Background: an optimization exercise with open tools, aiming at small area and a short achievable clock period. Do not read the settings as production practice.
At most, simulation tests tie the RTL to the original design; equivalence was not proved.

== run 1 ==
Design gemv_stream_engine, start of the top module:
module gemv_stream_engine (
  input  logic        clk,
  input  logic        rst_n,
  input  logic        start_i,
  input  logic        accum_i,
  input  logic [47:0] w_i,
  input  logic        a_valid_i,
  output logic        a_ready_o,
  input  logic [47:0] a_row_i,
  output logic        o_valid_o,
  input  logic        o_ready_i,
  output logic [15:0] o_data_o,
  output logic [1:0]  o_idx_o,
  output logic        busy_o,
  output logic        done_o,
  output logic        ovf_o
);
clock: 9.0 ns
lec_check: 0
abc_area: 1
cap_margin: 20
core_margin: 2
core_utilization: 40
cts_buf_list: sky130_fd_sc_hd__clkbuf_8
cts_cluster_size: 30
setup_slack_margin: 4.85
slew_margin: 20
tns_end_percent: 20
buffer_ports_args: -buffer_cell sky130_fd_sc_hd__buf_1
standard.sh (not shown) runs the stock make flow with config.mk's settings and CLKGATE_MAP_FILE= SYNTH_SCRIPT=/design/flow/synth_recipe.tcl, a recipe that flattens the netlist after the stock synthesis.
==> flow/flow/run.sh <==
#!/bin/bash
# Standard layout with two changes:
#  - the port buffers that buffer_ports inserts are buf_1 instead of the tool's default
#    pick (a delay buffer), so the ports' buffers are fast;
#  - after the standard synthesis, flow/polarity.py chooses for each full adder whether it
#    works on true or complemented signals (a full adder is self-dual), which removes most
#    of the inverters that the adder extraction leaves between full adders. Registers and
#    all other cells are unchanged.
set -e
echo "export BUFFER_PORTS_ARGS = -buffer_cell sky130_fd_sc_hd__buf_1" >> config.mk
bash standard.sh synth > synth.log 2>&1
R=orfs/results/sky130hd/gemv_stream_engine/base
python3 flow/polarity.py $R/1_2_yosys.v $R/1_2_yosys_pol.v > polarity.log 2>&1
cp $R/1_2_yosys.v $R/1_2_yosys_std.v
cp $R/1_2_yosys_pol.v $R/1_2_yosys.v
rm -f $R/1_synth.odb $R/1_synth.sdc
bash standard.sh > standard.log 2>&1
Other scripts of this flow, unchanged in this note and not shown: flow/flow/polarity.py
Run 1: all stages complete, timing, DRC and antenna checks passed
## Diff of input files: run 2 against run 1
- ABC_AREA: 1 -> 0
- SETUP_SLACK_MARGIN: 4.85 -> 4.75
- CORE_UTILIZATION: 40 -> 50
--- outcome ---
Run 2 reached the end of the flow, and the finished layout is clean on the timing, DRC and antenna checks.
The post-DP HPWL in run 2 was higher than what run 1 gave.
Across both runs, routability congestion estimate was higher for run 2 than for run 1.
Delta (run 2 minus run 1): area of the core now sits lower, clock distribution area overhead in the final layout now sits at about the same level, number of antenna violations at the first check in global routing now sits higher.
The area of the mapped netlist of run 2 was inferior to that of run 1.
Edits applied to the flow inputs when going from run 2 to run 3:
- changing ABC_AREA from 0 to 1
- changing CORE_UTILIZATION from 50 to 45
- setting GPL_TIMING_DRIVEN to 0 for the first time
### Flow results
- Compared to run 2, run 3 has clock-buffer cell count 6 lower.
- Run 3 vs run 2 — post-detailed-placement half-perimeter wirelength climbed by more than 10%
- Run 2 → run 3: critical path depth went down, global-route wire length before repair went down.
- Compared to run 2, the routing of run 3 uses less wire.
- Run 3 ended up with a lower layout cell share with drive strength beyond 1 than run 2 did.
- Slack of the critical path ended up 0.017 ns lower on run 3 than on run 2.
- Compared with run 2, run 3 shows a post-route standard cell area excluding fillers that is 4.7% lower.
- The growth of design area from synthesis to finish in run 3 was higher than what run 2 gave.
- met5 as the highest metal layer used by the detailed router was reported by run 2, and met4 by run 3.
Modified inputs, run 4 compared to run 3
- changing CORE_UTILIZATION from 45 to 55
- removing GPL_TIMING_DRIVEN (formerly 0)
--- outcome ---
- For run 4, the endpoint of the most critical setup path was s2d_q[14], unlike run 3, where it was s2d_q[16].
- When run 4 is measured against run 3, its utilization turns out 9.3 points higher.
- As far as setup violation total in the final timing report goes, run 3 and run 4 are indistinguishable; the numbers are identical.
- Between run 4 and run 3, it is run 4 whose die area is lower, by 18%.
The following lists how run 5 was set up differently from run 4:
- CTS_CLUSTER_SIZE changed from 30 to 40
- CORE_UTILIZATION changed from 55 to 40
- BUFFER_PORTS_ARGS changed from -buffer_cell sky130_fd_sc_hd__buf_1 to -buffer_cell sky130_fd_sc_hd__buf_4
diff --git a/flow/flow/run.sh b/flow/flow/run.sh
--- a/flow/flow/run.sh
+++ b/flow/flow/run.sh
@@ -3 +3 @@
-#  - the port buffers that buffer_ports inserts are buf_1 instead of the tool's default
+#  - the port buffers that buffer_ports inserts are buf_4 instead of the tool's default
@@ -10 +10 @@
-echo "export BUFFER_PORTS_ARGS = -buffer_cell sky130_fd_sc_hd__buf_1" >> config.mk
+echo "export BUFFER_PORTS_ARGS = -buffer_cell sky130_fd_sc_hd__buf_4" >> config.mk
Detailed route wirelength on metal2 (higher): run 4. Final setup skew essentially unchanged between run 5 and run 4. Changes observed in run 5 relative to run 4: final critical-path required period fell 0.096 ns, last weighted congestion value of the routability-driven placer now smaller, non-clock buffer count in the final layout higher. Summary of run 5 over run 4: via count lost 298; antenna diode count now smaller; final area went up.
The following lists how run 6 was set up differently from run 5:
- CTS_CLUSTER_SIZE changed from 40 to 30
### Flow results
As far as register clock-pin slew on the reported worst setup and hold paths is concerned, run 6 and run 5 perform about the same.
Diff run 5..run 6 | post-route clock period utilization | unchanged
Final critical delay including setup and external delays essentially unchanged between run 6 and run 5.
Run 6 finished every stage and its layout cleared the timing, DRC and antenna checks.

* * *

Setup of red:
gemv_stream_engine, a different RTL version from the one above (not shown whole).
Size in the first run: roughly 130 I/O pins, about 32000 um2 of cells after synthesis.
clock: 9.0 ns
lec_check: 0
abc_area: 1
cap_margin: 20
core_margin: 2
core_utilization: 40
cts_buf_list: sky130_fd_sc_hd__clkbuf_8
cts_cluster_size: 30
setup_slack_margin: 5.0
slew_margin: 20
tns_end_percent: 5
buffer_ports_args: -buffer_cell sky130_fd_sc_hd__buf_4
==> flow/flow/run.sh <==
#!/bin/bash
# Standard layout with two changes:
#  - the port buffers that buffer_ports inserts are buf_4 instead of the tool's default
#    pick (a delay buffer), so the ports' buffers are fast;
#  - after the standard synthesis, flow/polarity.py chooses for each full adder whether it
#    works on true or complemented signals (a full adder is self-dual), which removes most
#    of the inverters that the adder extraction leaves between full adders. Registers and
#    all other cells are unchanged.
set -e
echo "export BUFFER_PORTS_ARGS = -buffer_cell sky130_fd_sc_hd__buf_4" >> config.mk
bash standard.sh synth > synth.log 2>&1
R=orfs/results/sky130hd/gemv_stream_engine/base
python3 flow/polarity.py $R/1_2_yosys.v $R/1_2_yosys_pol.v > polarity.log 2>&1
cp $R/1_2_yosys.v $R/1_2_yosys_std.v
cp $R/1_2_yosys_pol.v $R/1_2_yosys.v
rm -f $R/1_synth.odb $R/1_synth.sdc
bash standard.sh > standard.log 2>&1
Other scripts of this flow, unchanged in this note and not shown: flow/flow/polarity.py
Input-level comparison between blue and red:
Settings: changing SETUP_SLACK_MARGIN from 5.0 to 4.55.
### Flow results
Result: PASS for each of red and blue
Summary: with red as the reference, pin count of the biggest net entering global routing in blue moved up by more than a quarter.
Fmax shrinks by a little under 10% when moving from red to blue.
From red to blue, sequential standard cell area did not move at all.
Delta (blue minus red): number of failing hold endpoints at the final stage roughly the same; global-route wire length before repair saw a decrease; number of buffers inserted to repair setup after CTS down 147; antenna diode count went up by 1.
The following lists how green was set up differently from blue:
Settings: SETUP_SLACK_MARGIN: 4.55 -> 4.85.
==> notes.md <==
- Going from blue to green, global-route total usage across every layer level.
- Taking blue as the reference, in green routed wire length closely matched the old numbers; least setup slack across all paths after layout higher; number of vias per cell held.
- Diff green..blue | final setup violation count | unchanged
--- input diff green..orange ---
Settings: a change of SETUP_SLACK_MARGIN from 4.85 to 4.75; an added PLACE_DENSITY of 0.8.
## What came out
- The cell total after placement was comparable across orange and green.
- In orange relative to green, final cell count had gone up slightly.
- Summary: final cell area excluding filler cells, orange worse than green
- Re number of ordinary inverters in the final layout: no difference whatsoever between orange and green.
- The faster design of the two is green; orange tops out lower.
- orange: routed wire length is 1.8% lower than what green reported.
- Compared with green, orange degrades worst hold slack.
- As far as post-route antenna net violation count goes, orange and green are indistinguishable; the numbers are identical.
- Between orange and green, final worst-path cycle share is higher for orange, green comes in under that.
## Diff of input files: purple against orange
Settings: CTS_BUF_LIST: sky130_fd_sc_hd__clkbuf_8 -> sky130_fd_sc_hd__clkbuf_16; CTS_CLUSTER_SIZE: 30 -> 40; PLACE_DENSITY: 0.8 -> unset.
## What came out
Lower final cell count without fillers was reported by purple, not orange. Diode insertion count for antenna repair: purple and orange compared, higher one is orange. In purple the global-route usage turned out 0.42 points higher than in orange. Of purple and orange, it is purple that has the lower worst path required time.

* * *

Setup of rev 12:
Starting RTL as in the previous note.
==> flow/config.mk <==
export PLATFORM = sky130hd
export DESIGN_NAME = gemv_stream_engine
export DESIGN_NICKNAME = gemv_stream_engine
export VERILOG_FILES = /design/flow/design.v
export SDC_FILE = /design/flow/constraint.sdc
export NUM_CORES = 4
export LEC_CHECK = 0
export ABC_AREA = 1
export CAP_MARGIN = 20
export CORE_MARGIN = 2
export CORE_UTILIZATION = 40
export CTS_BUF_LIST = sky130_fd_sc_hd__clkbuf_8
export CTS_CLUSTER_SIZE = 30
export SETUP_SLACK_MARGIN = 4.75
export SLEW_MARGIN = 20
export TNS_END_PERCENT = 20
export BUFFER_PORTS_ARGS = -buffer_cell sky130_fd_sc_hd__buf_4
==> flow/constraint.sdc <==
create_clock -name core_clock -period 9.0 [get_ports {clk}]
set_input_delay 1.8000 -clock core_clock [delete_from_list [all_inputs] [get_ports {clk}]]
set_output_delay 1.8000 -clock core_clock [all_outputs]
set_load 0.01 [all_outputs]
Scripts as last shown in full above: flow/flow/run.sh
Other scripts of this flow, unchanged in this note and not shown: flow/flow/polarity.py
Rev 12 | status: complete | timing, DRC, antenna: pass
[inputs] rev 13 vs rev 12
- swapping 20 for 5 in TNS_END_PERCENT
==> notes.md <==
In rev 13, the share of layout cells above drive strength 1 came out 0.23 points above the value in rev 12.
[compare] base=rev 12 new=rev 13: routed wire length did not really move; share of cell area taken by multi-input logic gates did not really move; detailed-route via count went up.
Area growth from synthesis to layout in rev 13 is 0.16 points above rev 12.
Hold slack of rev 13 is on par with rev 12.
Cmp rev 13 vs rev 12: actual transition at the worst max-transition pin higher in rev 13
Sort rev 13 and rev 12 by minimum period implied by the final worst setup slack, ascending, and rev 12 comes first.
Number of stages on the worst setup path: rev 13 vs rev 12 identical
The number of filler cells placed in the layout of rev 13 and that of rev 12 are within noise of each other.

* * *

gemv_stream_engine, a different RTL version from the one above (not shown whole).
For scale: about 3400 cells after synthesis, roughly 390 flip-flops, roughly 130 I/O pins, about 34000 um^2 of cells after synthesis.
==> flow/design.v (excerpt) <==
module gemv_stream_engine (
  input  logic        clk,
  input  logic        rst_n,
  input  logic        start_i,
  input  logic        accum_i,
  input  logic [47:0] w_i,
  input  logic        a_valid_i,
  output logic        a_ready_o,
  input  logic [47:0] a_row_i,
  output logic        o_valid_o,
  input  logic        o_ready_i,
  output logic [15:0] o_data_o,
  output logic [1:0]  o_idx_o,
  output logic        busy_o,
  output logic        done_o,
  output logic        ovf_o
);
  logic [1:0]  state_q;
  logic [71:0] sel_q;      
  logic [71:0] sel_c;
  logic        accum_q;
  logic [1:0]  in_cnt_q;
  logic        ovf_q;
  logic        out_valid_q;
  logic [15:0] out_data_q;
  logic [1:0]  out_idx_q;
  logic [47:0] row_q;
  logic        s1_valid_q;
  logic        s2_valid_q;
  logic [1:0]  s2_idx_q;
  logic [34:0] s2a_q, s2b_q, s2c_q, s2d_q;
  logic [34:0] acc0_q, acc1_q, acc2_q;
  logic [2:0]  acc_vld_q;
  logic        st_idle, st_run, st_done;
  logic [1:0]  state_d;
  logic        out_valid_d;
  logic        run_q, run_nv_q;
  logic        adv_c, accept_c, start_ok_c, last_in_c, last_out_c;
  ...
Settings: LEC_CHECK=0, ABC_AREA=1, CAP_MARGIN=20, CORE_MARGIN=2, CORE_UTILIZATION=50, SETUP_SLACK_MARGIN=5.0, SLEW_MARGIN=20, TNS_END_PERCENT=5, BUFFER_PORTS_ARGS=-buffer_cell sky130_fd_sc_hd__buf_4; clock period 9.0 ns.
==> flow/flow/run.sh <==
#!/bin/bash
# Standard layout, with the port buffers inserted by buffer_ports made of buf_4
# instead of the tool's default pick (a delay buffer), so the ports' buffers are fast.
set -e
echo "export BUFFER_PORTS_ARGS = -buffer_cell sky130_fd_sc_hd__buf_4" >> config.mk
bash standard.sh > standard.log 2>&1
The baseline passed the timing, DRC and antenna checks.
==> next run, changes <==
CORE_UTILIZATION = 40   (was 50)
Outcome:
- The changed run passed the timing, DRC and antenna checks
- clock-buffer cell count grows by 1
- non-clock buffer count goes down by 90
- routed wire length drops by 3.2%
- area after synthesis is unchanged
- die area is higher by 25%
- global-route usage decreases by 7.0 points
- design area came out lower by 0.50%
==> next run, changes <==
CORE_UTILIZATION = 60   (was 40)
SETUP_SLACK_MARGIN = 4.75   (was 5.0)
Effect: The changed run passed the timing, DRC and antenna checks. Clock-buffer cell count increases by 4. Wire length increases by 0.65%. Critical path depth increases by 2. Cell count decreases by 10%. Final area decreases by 4.8%. Non-clock buffer count decreases by 93.
==> next run, changes <==
CORE_UTILIZATION = 40   (was 60)
Wire length decreases by 2.5%; clock-buffer cell count decreases by 4; area after synthesis stays the same; cell count increases by 9.2%.

* * *

v6:
Another version of the RTL of gemv_stream_engine (not shown whole).
For scale: about 130 I/O pins.
Settings: LEC_CHECK=0, CAP_MARGIN=20, CORE_MARGIN=2, CORE_UTILIZATION=40, SETUP_SLACK_MARGIN=4.7, SLEW_MARGIN=20, TNS_END_PERCENT=5; clock period 9.0 ns.
run.sh (not shown) runs the stock make flow with config.mk's settings and CLKGATE_MAP_FILE= SYNTH_SCRIPT=/design/flow/synth_recipe.tcl, a recipe that flattens the netlist after the stock synthesis.
Stock flow here: none of the scripts above is used.
Having completed the whole flow, v6 delivered a layout that passed the timing, DRC and antenna checks.
### v6 -> v7
Settings: setting ABC_AREA to 1 for the first time.
[summary]
[compare] base=v6 new=v7: total clock buffers created by CTS moved down; setup slack fell by 17 ps. The combined area of all synthesized cells in v6 is 1.05 times that in v7. | utilization | higher: v7 |. Taking v6 as the reference, in v7 die area went down about 4.7%. Higher via count among v7 and v6: v6.

* * *

Setup of try-juniper:
Another version of the RTL of gemv_stream_engine (not shown whole).
For scale: ~3200 cells after synthesis, ~0.034 mm² of cells after synthesis.
make LEC_CHECK=0 CAP_MARGIN=20 CORE_MARGIN=2 CORE_UTILIZATION=40 SETUP_SLACK_MARGIN=4.4 SLEW_MARGIN=20 TNS_END_PERCENT=5 finish   # period 9.0 ns
#### Input delta (try-willow over try-juniper)
# try-juniper
export LEC_CHECK = 0
export CAP_MARGIN = 20
export CORE_MARGIN = 2
export CORE_UTILIZATION = 40
export SETUP_SLACK_MARGIN = 4.4
export SLEW_MARGIN = 20
export TNS_END_PERCENT = 5
create_clock -name core_clock -period 9.0 [get_ports {clk}]
# try-willow
export LEC_CHECK = 0
export CAP_MARGIN = 20
export CORE_MARGIN = 2
export CORE_UTILIZATION = 40
export SETUP_SLACK_MARGIN = 4.7
export SLEW_MARGIN = 20
export TNS_END_PERCENT = 5
create_clock -name core_clock -period 9.0 [get_ports {clk}]
==> comparison <==
try-willow reached the final stage; the timing, DRC and antenna checks on its layout passed. Required time at the worst-slack endpoint was lower in the run labelled try-willow. try-juniper → try-willow: fmax climbed 0.016 GHz, cell area after placement level, area of the die roughly the same, insertion delay of the later-clocked pin in the worst-skew pair did not really move. In try-willow, the via count came out 890 above the value in try-juniper. Delta (try-willow minus try-juniper): initial standard-cell utilization of the core comparable, wire length now larger, worst setup slack now larger.
What try-ember does differently from try-willow at the input level:
# try-willow
export LEC_CHECK = 0
export CAP_MARGIN = 20
export CORE_MARGIN = 2
export CORE_UTILIZATION = 40
export SETUP_SLACK_MARGIN = 4.7
export SLEW_MARGIN = 20
export TNS_END_PERCENT = 5
create_clock -name core_clock -period 9.0 [get_ports {clk}]
# try-ember
export LEC_CHECK = 0
export CAP_MARGIN = 20
export CORE_MARGIN = 2
export CORE_UTILIZATION = 40
export SETUP_SLACK_MARGIN = 4.7
export SLEW_MARGIN = 20
export TNS_END_PERCENT = 5
export BUFFER_PORTS_ARGS = -buffer_cell sky130_fd_sc_hd__buf_4
create_clock -name core_clock -period 9.0 [get_ports {clk}]
==> flow/flow/run.sh (new file) <==
#!/bin/bash
# Standard layout, with the port buffers inserted by buffer_ports made of buf_4
# instead of the tool's default pick (a delay buffer), so the ports' buffers are fast.
set -e
echo "export BUFFER_PORTS_ARGS = -buffer_cell sky130_fd_sc_hd__buf_4" >> config.mk
bash standard.sh > standard.log 2>&1
==> flow/standard.sh (new file) <==
#!/bin/bash
# synth_recipe.tcl (not shown) runs the flow's synth.tcl, then flattens the netlist and writes it again
# the make line also repeats each setting of config.mk as NAME=value (left out here)
make -C /OpenROAD-flow-scripts/flow DESIGN_CONFIG=/design/flow/config.mk WORK_HOME=/design/flow/orfs CLKGATE_MAP_FILE= SYNTH_SCRIPT=/design/flow/synth_recipe.tcl "${@:-finish}"
removed: flow/run.sh
==> notes.md <==
In the metrics for try-ember and try-willow, the one carrying the higher minimum hold slack is try-ember.
When try-ember is measured against try-willow, its design area turns out 510 µm² lower.
| number of buffers created by CTS | lower: try-ember |
No functional check of the RTL was part of any run of this note.

-- port drivers added, routing unchanged --
The flow's constraints put no driver on any port. The routed layouts listed below were extracted and timed again, unchanged, in two steps. Step 1: set_driving_cell puts a clkbuf_16 on clk and a buf_2 on each other input, an assumption about the parent block. Step 2, shift: input delay + t, output delay - t, t = (earliest + latest rising clock arrival at the registers) / 2. This alone moves slack from input paths to output paths. a / b / c = ideal ports / drivers / drivers and shift; a / b = the first two.
run | t (ns) | setup WS [ns] | clock arrival spread, ns | slew at the worst register clock pin (ns)
run 1 | 0.728 | 4.918 / 4.918 / 4.846 | 0.039 / 0.039 | 0.06 / 0.06
run 2 | 0.741 | 4.805 / 4.805 / 4.247 | 0.054 / 0.054 | 0.08 / 0.08
run 3 | 0.743 | 4.789 / 4.789 / 4.789 | 0.054 / 0.054 | 0.06 / 0.06
run 4 | 0.716 | 4.785 / 4.785 / 4.541 | 0.037 / 0.037 | 0.07 / 0.07
run 5 | 0.733 | 4.881 / 4.881 / 4.812 | 0.040 / 0.040 | 0.06 / 0.06
run 6 | 0.733 | 4.881 / 4.881 / 4.812 | 0.040 / 0.040 | 0.06 / 0.06
red | 0.720 | 4.999 / 4.995 / 4.680 | 0.079 / 0.079 | 0.06 / 0.06
blue | 0.716 | 4.661 / 4.661 / 4.622 | 0.053 / 0.053 | 0.07 / 0.07
green | 0.730 | 4.857 / 4.857 / 4.686 | 0.047 / 0.047 | 0.07 / 0.07
orange | 0.714 | 4.834 / 4.834 / 4.272 | 0.034 / 0.035 | 0.07 / 0.07
purple | 0.667 | 4.848 / 4.848 / 4.693 | 0.018 / 0.018 | 0.06 / 0.06
rev 12 | 0.720 | 4.836 / 4.836 / 4.684 | 0.044 / 0.044 | 0.06 / 0.06
rev 13 | 0.722 | 4.830 / 4.830 / 4.684 | 0.045 / 0.045 | 0.06 / 0.06
the first run of note 4 | 0.663 | 4.943 / 4.943 / 4.674 | 0.032 / 0.032 | 0.06 / 0.06
the second run of note 4 | 0.679 | 4.927 / 4.927 / 4.732 | 0.027 / 0.027 | 0.08 / 0.08
the third run of note 4 | 0.663 | 4.674 / 4.674 / 4.674 | 0.047 / 0.047 | 0.07 / 0.07
the fourth run of note 4 | 0.675 | 4.821 / 4.821 / 4.797 | 0.023 / 0.023 | 0.07 / 0.07
v6 | 0.690 | 4.687 / 4.665 / 4.665 | 0.071 / 0.072 | 0.07 / 0.07
v7 | 0.669 | 4.670 / 4.644 / 4.644 | 0.034 / 0.034 | 0.07 / 0.07
try-juniper | 0.676 | 4.304 / 4.304 / 4.304 | 0.028 / 0.029 | 0.06 / 0.06
try-willow | 0.679 | 4.629 / 4.609 / 4.352 | 0.044 / 0.044 | 0.07 / 0.07
try-ember | 0.683 | 4.676 / 4.655 / 4.655 | 0.027 / 0.027 | 0.07 / 0.07
After both steps setup and hold are still met in every run listed. For orange, which loses most, drivers alone change the setup slack by 0.000 ns; drivers and shift together by -0.562 ns.
